This is an optimization exercise on Yosys and OpenROAD, whose aim is small area, not a production implementation.
The RTL was checked by simulation tests, not by an equivalence proof against the original design.
No activity file was given, so power comes from the tool's default toggle rates. The flow treats the clock pin as an ideal source, which a real chip does not have.

// multicycle_core
module multicycle_core #(
   parameter logic [31:0] RESET_PC = 32'h0000_0000,
   parameter int          ADDR_W   = 32
) (
   input  logic              clk,
   input  logic              rst,
   output logic              mem_req,
   output logic              mem_we,
   output logic [ADDR_W-1:0] mem_addr,
   output logic [31:0]       mem_wdata,
   input  logic [31:0]       mem_rdata,
   input  logic              mem_ready,
   output logic              retire,
   output logic [ADDR_W-1:0] retire_pc,
   output logic              halted
);
export LEC_CHECK = 0
export CAP_MARGIN = 20
export CORE_MARGIN = 2
export CORE_UTILIZATION = 60
export SLEW_MARGIN = 20
create_clock -name core_clock -period 10.0 [get_ports {clk}]
standard.sh (not shown) runs the stock make flow with config.mk's settings and CLKGATE_MAP_FILE= SYNTH_SCRIPT=/design/flow/synth_recipe.tcl, a recipe that flattens the netlist after the stock synthesis.
==> flow/flow/run.sh <==
#!/bin/bash
# Standard ORFS layout with smaller port buffers, no adder cells in synthesis and a clock tree
# without dummy loads.
set -euo pipefail
bash standard.sh ADDER_MAP_FILE= \
  "BUFFER_PORTS_ARGS=-buffer_cell sky130_fd_sc_hd__buf_1" \
  "CTS_ARGS=-sink_clustering_enable -repair_clock_nets -dont_use_dummy_load -buf_list sky130_fd_sc_hd__clkbuf_8 -sink_clustering_size 20 -sink_clustering_max_diameter 60" \
  finish > flow.log 2>&1
Next try:
==> flow/flow/run.sh (replaced) <==
#!/bin/bash
# The standard ORFS layout, with these changes:
#  - synthesis without adder cells, then the combinational logic of the standard synthesis
#    netlist re-mapped by ABC for area (flip-flops, their names and cell types untouched);
#  - ports buffered with buf_1;
#  - a clock tree of clkbuf_16 without dummy loads.
# Each tool's output goes to a log file in this folder.
set -euo pipefail
ARGS=(ADDER_MAP_FILE=
      "BUFFER_PORTS_ARGS=-buffer_cell sky130_fd_sc_hd__buf_1"
      "CTS_ARGS=-sink_clustering_enable -repair_clock_nets -dont_use_dummy_load -buf_list sky130_fd_sc_hd__clkbuf_16 -sink_clustering_size 36 -sink_clustering_max_diameter 60")
bash standard.sh "${ARGS[@]}" synth > synth.log 2>&1
RES=orfs/results/sky130hd/multicycle_core/base
LIB=$FLOW_HOME/platforms/sky130hd/lib/sky130_fd_sc_hd__tt_025C_1v80.lib
DU=$(sed -n '/^export DONT_USE_CELLS/,/^$/p' $FLOW_HOME/platforms/sky130hd/config.mk | tr -d '\\' | tr ' ' '\n' | grep '^sky130' | sed 's/^/-dont_use /' | tr '\n' ' ')
cp $RES/1_2_yosys.v $RES/1_2_yosys_standard.v
sed -e "s#@LIB@#$LIB#g" -e "s#@DU@#$DU#g" -e "s#@IN@#$RES/1_2_yosys_standard.v#g" -e "s#@OUT@#$RES/1_2_yosys.v#g" flow/remap.ys > remap_run.ys
yosys -s remap_run.ys > remap.log 2>&1
bash standard.sh "${ARGS[@]}" finish > flow.log 2>&1
==> flow/flow/remap.ys (new file) <==
# Re-map the combinational logic of the standard synthesis netlist; flip-flops stay as they are.
read_liberty -ignore_miss_func @LIB@
read_verilog @IN@
hierarchy -top multicycle_core
setattr -mod -set keep_hierarchy 1 sky130_fd_sc_hd__dfxtp_1 sky130_fd_sc_hd__edfxtp_1
flatten
opt_clean
abc -liberty @LIB@ @DU@ -script +strash;&get,-n;&dch;&nf,-R,1000;&put;topo;dnsize
opt_clean -purge
hilomap -singleton -hicell sky130_fd_sc_hd__conb_1 HI -locell sky130_fd_sc_hd__conb_1 LO
insbuf -buf sky130_fd_sc_hd__buf_4 A X
splitnets
opt_clean -purge
stat -liberty @LIB@
select multicycle_core
write_verilog -noattr -nohex -nodec -selected @OUT@
Result: Clock skew fell by 3.9 ps; total power rose by 2.9%; via count rose by 1.7%; area after synthesis fell by 3.3%; global-route usage rose by 1.9 points; sequential power barely changes; final area fell by 1.4%; setup slack is better by 25 ps; clock power rose by about 10%.
Next try:
--- a/flow/flow/run.sh
+++ b/flow/flow/run.sh
@@ -6 +6 @@
-#  - a clock tree of clkbuf_16 without dummy loads.
+#  - a clock tree of clkbuf_8 without dummy loads.
@@ -11 +11 @@
-      "CTS_ARGS=-sink_clustering_enable -repair_clock_nets -dont_use_dummy_load -buf_list sky130_fd_sc_hd__clkbuf_16 -sink_clustering_size 36 -sink_clustering_max_diameter 60")
+      "CTS_ARGS=-sink_clustering_enable -repair_clock_nets -dont_use_dummy_load -buf_list sky130_fd_sc_hd__clkbuf_8 -sink_clustering_size 22 -sink_clustering_max_diameter 55")
Non-clock buffer count stays the same.
Cell area came out lower slightly.
Worst hold slack is worse by 13 ps.
Cell count came out higher slightly.
Sequential cell count does not change.
Setup slack is worse by 51 ps.
Sequential power is about the same.
Routed wire length came out lower by a few percent.
Power came out lower by a few percent.
Count of clock-buffer cells in the layout came out higher by 22.
Next try:
--- a/flow/flow/run.sh
+++ b/flow/flow/run.sh
@@ -11 +11 @@
-      "CTS_ARGS=-sink_clustering_enable -repair_clock_nets -dont_use_dummy_load -buf_list sky130_fd_sc_hd__clkbuf_8 -sink_clustering_size 22 -sink_clustering_max_diameter 55")
+      "CTS_ARGS=-sink_clustering_enable -repair_clock_nets -dont_use_dummy_load -buf_list sky130_fd_sc_hd__clkbuf_8 -sink_clustering_size 20 -sink_clustering_max_diameter 60")
Result: Final cell count is about the same; setup slack is worse by 52 ps; hold slack improves by 27 ps; clock skew is higher by 5.1 ps.

---

red:
Another version of the RTL of multicycle_core (not shown whole).
Size: roughly 2100 cells after synthesis, ~140 I/O pins, roughly 0.029 sq mm of cells after synthesis.
Design multicycle_core, start of the top module:
module multicycle_core #(
   parameter logic [31:0] RESET_PC = 32'h0000_0000,
   parameter int          ADDR_W   = 32
) (
   input  logic              clk,
   input  logic              rst,
   output logic              mem_req,
   output logic              mem_we,
   output logic [ADDR_W-1:0] mem_addr,
   output logic [31:0]       mem_wdata,
   input  logic [31:0]       mem_rdata,
   input  logic              mem_ready,
   output logic              retire,
   output logic [ADDR_W-1:0] retire_pc,
   output logic              halted
);
clock: 10.0 ns
lec_check: 0
cap_margin: 20
core_margin: 2
core_utilization: 60
slew_margin: 20
==> flow/flow/run.sh <==
#!/bin/bash
# Standard ORFS layout with smaller port buffers and a clock tree without dummy loads.
set -euo pipefail
bash standard.sh \
  "BUFFER_PORTS_ARGS=-buffer_cell sky130_fd_sc_hd__buf_1" \
  "CTS_ARGS=-sink_clustering_enable -repair_clock_nets -dont_use_dummy_load -buf_list {sky130_fd_sc_hd__clkbuf_4 sky130_fd_sc_hd__clkbuf_8} -sink_clustering_size 12 -sink_clustering_max_diameter 40" \
  finish > flow.log 2>&1
Modified inputs, blue compared to red
Settings: a change of CORE_UTILIZATION from 60 to 40.
==> flow/run.sh (new file) <==
#!/bin/bash
# synth_recipe.tcl (not shown) runs the flow's synth.tcl, then flattens the netlist and writes it again
# the make line also repeats each setting of config.mk as NAME=value (left out here)
make -C /OpenROAD-flow-scripts/flow DESIGN_CONFIG=/design/flow/config.mk WORK_HOME=/design/flow/orfs CLKGATE_MAP_FILE= SYNTH_SCRIPT=/design/flow/synth_recipe.tcl finish
removed: flow/flow/run.sh
removed: flow/standard.sh
==> run summary <==
Re smallest hold slack: blue and red aren't equal, and the lower value belongs to red. Cmp blue vs red: post-layout total power higher in blue. Per the comparison of blue with red, met1 usage now smaller; wire length reported by the detailed router picked up an extra about 4%. The core of blue is less densely filled than that of red. Diff blue and red: via count of the first global-routing pass lower in red. Between blue and red, the post-synthesis to final-layout area growth is higher for blue. blue — wire length of the first global-routing pass 7.3% higher, red as reference. Clock insertion delay at the later pin of the skew report ends up higher on red.
## Diff of input files: green against blue
Settings: swapping 40 for 60 in CORE_UTILIZATION.
==> flow/flow/run.sh (new file) <==
#!/bin/bash
# Standard ORFS layout with smaller port buffers and a clock tree without dummy loads.
set -euo pipefail
bash standard.sh \
  "BUFFER_PORTS_ARGS=-buffer_cell sky130_fd_sc_hd__buf_1" \
  "CTS_ARGS=-sink_clustering_enable -repair_clock_nets -dont_use_dummy_load -buf_list sky130_fd_sc_hd__clkbuf_8 -sink_clustering_size 16 -sink_clustering_max_diameter 50" \
  finish > flow.log 2>&1
==> flow/standard.sh (new file) <==
#!/bin/bash
# synth_recipe.tcl (not shown) runs the flow's synth.tcl, then flattens the netlist and writes it again
# the make line also repeats each setting of config.mk as NAME=value (left out here)
make -C /OpenROAD-flow-scripts/flow DESIGN_CONFIG=/design/flow/config.mk WORK_HOME=/design/flow/orfs CLKGATE_MAP_FILE= SYNTH_SCRIPT=/design/flow/synth_recipe.tcl "${@:-finish}"
removed: flow/run.sh
[summary]
Number of buffers outside the clock class in the layout was higher in blue than in green. For the synthesis-to-layout area growth, green came in 12 points lower than blue did. Delta (green minus blue): cell area reported after detailed placement down 4.1%; global placer's final weighted congestion up about 1.6%. Going from blue to green, fraction of power consumed by sequential logic went up by 15 points; setup slack after layout went up by 0.49 ns; number of design-rule violations left by the first detailed-router iteration went up by 179; total wirelength of the detailed-routed design went down by about 4%.

-- re-timing with driven ports --
No port has a modelled driver above. Below, the same layouts with a new extraction and two added sets of constraints.
Step 1: set_driving_cell puts a clkbuf_16 on clk and a buf_2 on each other input, an assumption about the parent block.
Step 2, shift: input delay + t, output delay - t, t = (earliest + latest rising clock arrival at the registers) / 2. This alone moves slack from input paths to output paths.
Three values: no drivers, after step 1, after step 2; two values: the first two.
run | t, ns | setup WS [ns] | worst setup path at the end
the first run of note 1 | 0.691 | 3.088 / 3.034 / 3.725 | register to output
the second run of note 1 | 0.630 | 3.114 / 3.053 / 3.683 | register to output
the third run of note 1 | 0.693 | 3.063 / 3.003 / 3.695 | register to output
the fourth run of note 1 | 0.691 | 3.011 / 2.950 / 3.641 | register to output
red | 0.712 | 2.999 / 2.944 / 3.656 | register to output
blue | 0.711 | 2.481 / 2.424 / 3.135 | register to output
green | 0.702 | 2.967 / 2.911 / 3.613 | register to output
After both steps setup and hold are still met in every run listed.
